This is an optimization exercise on Yosys and OpenROAD, whose aim is small area, a short achievable clock period and few clock cycles per item, not a production implementation.
In this exercise RTL edits were held to simulation tests only and were not proved equivalent to the original.
Power figures rest on the tool's default switching activity, not on a simulated workload.

==> run H: inputs <==
## preemptive_priority_ready_queue
module preemptive_priority_ready_queue (
   input  logic        clock,
   input  logic        reset,
   input  logic        req_tvalid,
   output logic        req_tready,
   input  logic [23:0] req_tdata,   
   input  logic [1:0]  req_tuser,   
   output logic        rsp_tvalid,
   input  logic        rsp_tready,
   output logic [23:0] rsp_tdata,   
   output logic [1:0]  rsp_tuser,   
   input  logic        csr_psel,
   input  logic        csr_penable,
   input  logic        csr_pwrite,
   input  logic [2:0]  csr_paddr,
   input  logic [31:0] csr_pwdata,
   output logic [31:0] csr_prdata,
   output logic        csr_pready
);
   logic        preempt_en_ff;
   logic        rsp_valid_ff;
   logic        exec;
   logic [1:0]  rsp_status;
   logic [7:0]  rsp_id, rsp_prio;
   logic        rsp_resched;
   logic [4:0]  rsp_count;
   assign csr_pready = 1'b1;
   assign csr_prdata = {31'b0, preempt_en_ff && !csr_paddr[2]};
   always_ff @(posedge clock) begin
  ...
Settings: LEC_CHECK=0, CAP_MARGIN=20, CORE_MARGIN=2, CORE_UTILIZATION=40, CTS_CLUSTER_DIAMETER=80, CTS_CLUSTER_SIZE=20, SETUP_SLACK_MARGIN=2.4, SLEW_MARGIN=20; clock period 5.5 ns.
run.sh (not shown) runs the stock make flow with config.mk's settings and CLKGATE_MAP_FILE= SYNTH_SCRIPT=/design/flow/synth_recipe.tcl, a recipe that flattens the netlist after the stock synthesis.
==> inputs of run X, as changes to run H <==
==> flow/design.v (replaced) <==
package ppq_pkg;
   localparam int QUEUE_DEPTH = 16;
   localparam int IDX_W = $clog2(QUEUE_DEPTH);
   localparam int CNT_W = $clog2(QUEUE_DEPTH + 1);
   localparam int COUNT_FIELD_W = 5;
   typedef enum logic [1:0] {
      ACT_ENQUEUE = 2'd0,
      ACT_PICK    = 2'd1,
      ACT_STEAL   = 2'd2,
      ACT_NOP     = 2'd3
   } action_type;
   typedef enum logic [1:0] {
      STAT_DONE    = 2'd0,
      STAT_IGNORED = 2'd1,
      STAT_FULL    = 2'd2,
      STAT_EMPTY   = 2'd3
   } status_type;
   typedef enum logic {
      ST_IDLE = 1'b0,
      ST_EXEC = 1'b1
   } state_type;
   typedef struct packed {
      logic load;    
      logic exec;    
   } cmd_type;
   typedef struct packed {
      logic [7:0]               task_id;
      logic [7:0]               task_prio;
      logic                     runnable;
      logic                     task_is_idle;
   } req_fields_type;
   typedef struct packed {
      status_type               status;
      logic [7:0]               out_task_id;
      logic [7:0]               out_task_prio;
      logic                     resched_req;
      logic [COUNT_FIELD_W-1:0] queue_count;
   } rsp_fields_type;
endpackage
module ppq_datapath (
   input  logic        clock,
   input  logic        reset,
   input  logic        exec,
   input  logic [1:0]  act,
   input  logic [7:0]  r_id,
   input  logic [7:0]  r_prio,
   input  logic        r_runnable,
   input  logic        r_idle,
   input  logic        preempt_en,
   output logic [1:0]  rsp_status,
   output logic [7:0]  rsp_id,
   output logic [7:0]  rsp_prio,
   output logic        rsp_resched,
   output logic [4:0]  rsp_count
);
   localparam int N = 16;
   logic [7:0] task_ff [N];
   logic [7:0] prio_ff [N];
   logic [4:0] count_ff;
   logic [7:0] run_task_ff, run_prio_ff;
   logic       run_valid_ff, front_mark_ff, resched_ff;
   logic [1:0] status_ff;
   logic       out_pick_ff, out_steal_ff;
   logic [N-1:0] occ, stay;
   logic         hit, full, empty, front;
   logic         ins, pick_ok, steal_ok, set_resched;
   logic [1:0]   status_in;
   always_comb begin
      front = run_valid_ff && front_mark_ff && (r_id == run_task_ff);
      hit   = 1'b0;
      for (int i = 0; i < N; i++) begin
         occ[i]  = (5'(i) < count_ff);
         stay[i] = occ[i] && (front ? (prio_ff[i] < r_prio) : (prio_ff[i] <= r_prio));
         if (occ[i] && task_ff[i] == r_id) hit = 1'b1;
      end
   end
   assign full  = count_ff[4];
   assign empty = (count_ff == 5'd0);
   assign ins      = (act == 2'd0) && !r_idle && !hit && !full;
   assign pick_ok  = (act == 2'd1) && !empty;
   assign steal_ok = (act == 2'd2) && !empty;
   assign set_resched = !r_runnable && preempt_en && run_valid_ff && (r_prio < run_prio_ff);
   always_comb begin
      status_in = 2'd0;
      case (act)
         2'd0: status_in = (r_idle || hit) ? 2'd1 : full ? 2'd2 : 2'd0;
         2'd1, 2'd2: status_in = empty ? 2'd3 : 2'd0;
         default: status_in = 2'd0;
      endcase
   end
   always_ff @(posedge clock) begin
      if (exec) begin
         for (int i = 0; i < N; i++) begin
            if (ins && !stay[i]) begin
               if (i == 0 || stay[(i == 0) ? 0 : i - 1]) begin
                  task_ff[i] <= r_id;
                  prio_ff[i] <= r_prio;
               end else begin
                  task_ff[i] <= task_ff[(i == 0) ? 0 : i - 1];
                  prio_ff[i] <= prio_ff[(i == 0) ? 0 : i - 1];
               end
            end else if (pick_ok && i < N - 1) begin
               task_ff[i] <= task_ff[(i < N - 1) ? i + 1 : i];
               prio_ff[i] <= prio_ff[(i < N - 1) ? i + 1 : i];
            end
         end
         status_ff    <= status_in;
         out_pick_ff  <= pick_ok;
         out_steal_ff <= steal_ok;
      end
   end
   always_ff @(posedge clock) begin
      if (reset) begin
         count_ff      <= '0;
         run_task_ff   <= '0;
         run_prio_ff   <= '0;
         run_valid_ff  <= 1'b0;
         front_mark_ff <= 1'b0;
         resched_ff    <= 1'b0;
      end else if (exec) begin
         if (ins) begin
            count_ff <= count_ff + 5'd1;
            if (set_resched) begin
               resched_ff    <= 1'b1;
               front_mark_ff <= 1'b1;
            end else if (front) begin
               front_mark_ff <= 1'b0;
            end
         end
         if (pick_ok || steal_ok) count_ff <= count_ff - 5'd1;
         if (act == 2'd1) resched_ff <= 1'b0;
         if (pick_ok) begin
            run_task_ff   <= task_ff[0];
            run_prio_ff   <= prio_ff[0];
            run_valid_ff  <= 1'b1;
            front_mark_ff <= 1'b0;
         end
      end
   end
   assign rsp_status  = status_ff;
   assign rsp_id      = out_pick_ff ? run_task_ff : out_steal_ff ? task_ff[count_ff[3:0]] : 8'd0;
   assign rsp_prio    = out_pick_ff ? run_prio_ff : out_steal_ff ? prio_ff[count_ff[3:0]] : 8'd0;
   assign rsp_resched = resched_ff;
   assign rsp_count   = count_ff;
endmodule
module preemptive_priority_ready_queue (
   input  logic        clock,
   input  logic        reset,
   input  logic        req_tvalid,
   output logic        req_tready,
   input  logic [23:0] req_tdata,   
   input  logic [1:0]  req_tuser,   
   output logic        rsp_tvalid,
   input  logic        rsp_tready,
   output logic [23:0] rsp_tdata,   
   output logic [1:0]  rsp_tuser,   
   input  logic        csr_psel,
   input  logic        csr_penable,
   input  logic        csr_pwrite,
   input  logic [2:0]  csr_paddr,
   input  logic [31:0] csr_pwdata,
   output logic [31:0] csr_prdata,
   output logic        csr_pready
);
   logic        preempt_en_ff;
   logic        r_valid_ff, rsp_valid_ff;
   logic [1:0]  r_act_ff;
   logic [17:0] r_fld_ff;
   logic        exec;
   logic [1:0]  rsp_status;
   logic [7:0]  rsp_id, rsp_prio;
   logic        rsp_resched;
   logic [4:0]  rsp_count;
   assign csr_pready = 1'b1;
   assign csr_prdata = {31'b0, preempt_en_ff && !csr_paddr[2]};
   always_ff @(posedge clock) begin
      if (reset) begin
         preempt_en_ff <= 1'b0;
      end else if (csr_psel && csr_penable && csr_pwrite && !csr_paddr[2]) begin
         preempt_en_ff <= csr_pwdata[0];
      end
   end
   assign exec       = r_valid_ff && (!rsp_valid_ff || rsp_tready);
   assign req_tready = !r_valid_ff || exec;
   assign rsp_tvalid = rsp_valid_ff;
   always_ff @(posedge clock) begin
      if (reset) begin
         r_valid_ff   <= 1'b0;
         rsp_valid_ff <= 1'b0;
      end else begin
         if (req_tready) r_valid_ff <= req_tvalid;
         if (exec) rsp_valid_ff <= 1'b1;
         else if (rsp_tready) rsp_valid_ff <= 1'b0;
      end
   end
   always_ff @(posedge clock) begin
      if (req_tready) begin
         r_act_ff <= req_tuser;
         r_fld_ff <= req_tdata[17:0];
      end
   end
   ppq_datapath u_datapath (
      .clock       (clock),
      .reset       (reset),
      .exec        (exec),
      .act         (r_act_ff),
      .r_id        (r_fld_ff[7:0]),
      .r_prio      (r_fld_ff[15:8]),
      .r_runnable  (r_fld_ff[16]),
      .r_idle      (r_fld_ff[17]),
      .preempt_en  (preempt_en_ff),
      .rsp_status  (rsp_status),
      .rsp_id      (rsp_id),
      .rsp_prio    (rsp_prio),
      .rsp_resched (rsp_resched),
      .rsp_count   (rsp_count)
   );
   assign rsp_tuser = rsp_status;
   assign rsp_tdata = {2'b00, rsp_count, rsp_resched, rsp_prio, rsp_id};
endmodule
Settings changed: CTS_CLUSTER_DIAMETER 80 to default, CTS_CLUSTER_SIZE 20 to default, SETUP_SLACK_MARGIN 2.4 to default.
==> run notes <==
Proportion of layout cells with a drive suffix above 1: run H 24.3%; run X 24.5%
Post-route clock period utilization: run H 60.4%; run X 95.6%
Pleak: run H 9.73 nW; run X 9.13 nW
Commonest non-fill, non-tap cell in the layout: run H dfxtp_1; run X edfxtp_1
Largest area contributor in the synthesized netlist: run H dfxtp_1; run X edfxtp_1
Worst skew pair latency: run H 0.59 ns; run X 0.57 ns
Finished Core Util: run H 53.2%; run X 45.6%
Fraction of area in clock buffers and inverters: run H 3.26%; run X 4.91%
Global routing usage on met1: run H 47.8%; run X 37.5%
Area used by multi-input combinational logic: run H 13000 um2; run X 12600 um2
Global Route met3 Usage: run H 8.21%; run X 5.05%
Routed via count: run H 21400; run X 17700
Status: run H complete, no violations; run X complete, no violations
Testbench counts of run H, summed over its fixed seeds: cycles 12,008, items 12,000.
Testbench counts of run X, summed over its fixed seeds: cycles 12,016, items 12,000.

-- separate check: timing with driven ports --
In the flow no input, the clock included, has a driving cell. The finished layouts below were timed again as built, in two steps. Step 1 sets driving cells, clkbuf_16 on the clock port and buf_2 on the other inputs (assumed; they add their load-dependent delay and slew). Step 2 adds t to the input delays and takes it off the output delays; t is the mean of the earliest and latest rising clock arrival at the registers after step 1. Input paths then give back, and output paths get back, about the clock's delay inside the block. Three values: ideal, step 1, step 2; two values: the first two.
| run | shift t [ns] | slack for setup (ns) | worst hold slack (ns) | worst data-port slew with drivers (ns) |
|---|---|---|---|---|
| run H | 0.639 | 2.177 / 2.133 / 1.494 | 0.510 / 0.510 / 0.510 | 0.19 |
| run X | 0.627 | 0.242 / 0.176 / 0.782 | 0.476 / 0.476 / 0.476 | 0.04 |
After both steps every run listed still meets setup and hold. For run H, which loses most, drivers alone change the setup slack by -0.044 ns; drivers and shift together by -0.683 ns.
